Context: an optimization exercise on an open-source flow, tuned for small area, a short achievable clock period and few clock cycles per item. The choices shown serve that exercise and are no tape-out recipe. Only simulation tests tie the RTL to the original design; equivalence was not proved. Power figures rest on the tool's default switching activity, not on a simulated workload.

## implicit_binary_tree_traversal
module implicit_binary_tree_traversal (
   input  logic        clock,
   input  logic        reset,
   input  logic        req_valid,
   output logic        req_stall,
   input  logic [31:0] req_node_value,
   input  logic        req_last_node,
   output logic        rsp_valid,
   input  logic        rsp_stall,
   output logic [31:0] rsp_out_value,
   output logic [5:0]  rsp_out_index,
   output logic        rsp_last_out,
   output logic        rsp_overflowed,
   input  logic        csr_write_enable,
   input  logic [1:0]  csr_write_data
);
export LEC_CHECK = 0
export CAP_MARGIN = 20
export CORE_MARGIN = 2
export CORE_UTILIZATION = 45
export CTS_CLUSTER_DIAMETER = 100
export CTS_CLUSTER_SIZE = 25
export SETUP_SLACK_MARGIN = 3.8
export SLEW_MARGIN = 20
create_clock -name core_clock -period 6.5 [get_ports {clock}]
run.sh (not shown) runs the stock make flow with config.mk's settings and CLKGATE_MAP_FILE= SYNTH_SCRIPT=/design/flow/synth_recipe.tcl, a recipe that flattens the netlist after the stock synthesis.
The first run ran to the end with no violations.
Testbench counts at the start, summed over its fixed seeds: cycles 14,129, items 12,608.
Change:
--- a/flow/design.v
+++ b/flow/design.v
@@ -49,25 +49,34 @@
       logic [6:0] c;
       c    = pand7(a);
       inc7 = (a & ~c) | (~a & {c[5:0], 1'b1});
    endfunction
    function automatic logic [6:0] dec7(input logic [6:0] a);
       logic [6:0] o;
       o    = por7(a);
       dec7 = (a & {o[5:0], 1'b0}) | ~o;
    endfunction
    function automatic logic lt7(input logic [6:0] a, input logic [6:0] b);
-      logic [6:0] lt, ngt;
-      lt  = ~a & b;
-      ngt = ~(a & ~b);
-      lt7 = lt[6] | (ngt[6] & (lt[5] | (ngt[5] & (lt[4] | (ngt[4] & (lt[3] |
-            (ngt[3] & (lt[2] | (ngt[2] & (lt[1] | (ngt[1] & lt[0])))))))))));
+      logic [6:0] l, g;
+      logic l65, g65, l43, g43, l21, g21, l63, g63, l20;
+      l   = ~a & b;
+      g   = a & ~b;
+      l65 = l[6] | (~g[6] & l[5]);
+      g65 = g[6] | (~l[6] & g[5]);
+      l43 = l[4] | (~g[4] & l[3]);
+      g43 = g[4] | (~l[4] & g[3]);
+      l21 = l[2] | (~g[2] & l[1]);
+      g21 = g[2] | (~l[2] & g[1]);
+      l63 = l65 | (~g65 & l43);
+      g63 = g65 | (~l65 & g43);
+      l20 = l21 | (~g21 & l[0]);
+      lt7 = l63 | (~g63 & l20);
    endfunction
    function automatic logic [7:0] lzero8(input logic [6:0] a);
       logic [6:0] c;
       c      = pand7(a);
       lzero8 = {c[6], ~a & {c[5:0], 1'b1}};
    endfunction
    logic [1:0] order_ff;
    logic            req_stall_ff, req_stall_d;
    logic            acc;
    logic [6:0]      acc_k;       
@@ -104,21 +113,22 @@
    logic [31:0]     out_val, skid_val, rd_data;
    logic [5:0]      out_idx, skid_idx;
    logic [6:0]      s1_idx;
    logic            out_last, skid_last, out_ovf, skid_ovf;
    assign req_stall = req_stall_ff;
    assign acc       = req_valid && !req_stall_ff && !reset;
    logic l0_first, l0_tagok, l0_commit, l0_nd, pred_new, pred_hold, l0_load;
    always_comb begin
       for (int k = 0; k < NINS; k++) begin
          cand[k]      = !used_q[(k * INSD + 63) % 64];
-         cand_next[k] = !used_q[(k * INSD + 62) % 64];
+         cand_next[k] = !used_q[(k * INSD + 62) % 64] ||
+                        (s1_move && s1_oh[(k * INSD + 62) % 64]);
       end
       l0_commit  = l0_v && (l0_drop || ((|cand) && l0_tagok));
       l0_nd      = l0_commit && !l0_drop;
       pred_new   = acc_k[6] || ((|cand_next) && !(acc_k == 7'd0 && tag_busy[acc_tag]));
       pred_hold  = (|cand_next) && !(l0_first && tag_busy[l0_tag]);
       l0_load    = !l0_v || l0_commit;
       if (reset)
          req_stall_d = 1'b1;
       else if (acc)
          req_stall_d = !pred_new;
Outcome:
- combinational power went down by 22%
- wire length went up by 0.42%
- cell count went down by 0.86%
- die area hardly moves
- via count barely changes
- setup slack loses 61 ps
Testbench counts after the change, summed over its fixed seeds: cycles 14,089, items 12,608.

==> port drivers added, routing unchanged <==
No port has a modelled driver above. Below, the same layouts with a new extraction and two added sets of constraints. Step 1 assumes that a clkbuf_16 drives the clock port and a buf_2 every other input. Step 2 times the ports against the registers' clock, not the clock port: input delays grow and output delays shrink by t, the midpoint of the rising clock arrivals with the driver on. a / b / c = no drivers / after step 1 / after step 2; a / b = the first two.
run | t (ns) | setup WS [ns] | worst hold slack (ns) | cell pins on the clock port's net
the first run | 0.920 | 3.762 / 3.762 / 3.118 | 0.324 / 0.324 / 0.324 | 1
the second run | 0.933 | 3.701 / 3.701 / 3.394 | 0.324 / 0.324 / 0.324 | 1
After both steps setup and hold are still met in every run listed. The setup slack of the first run, which loses most, moves by 0.000 ns with the drivers and by -0.644 ns with both steps.
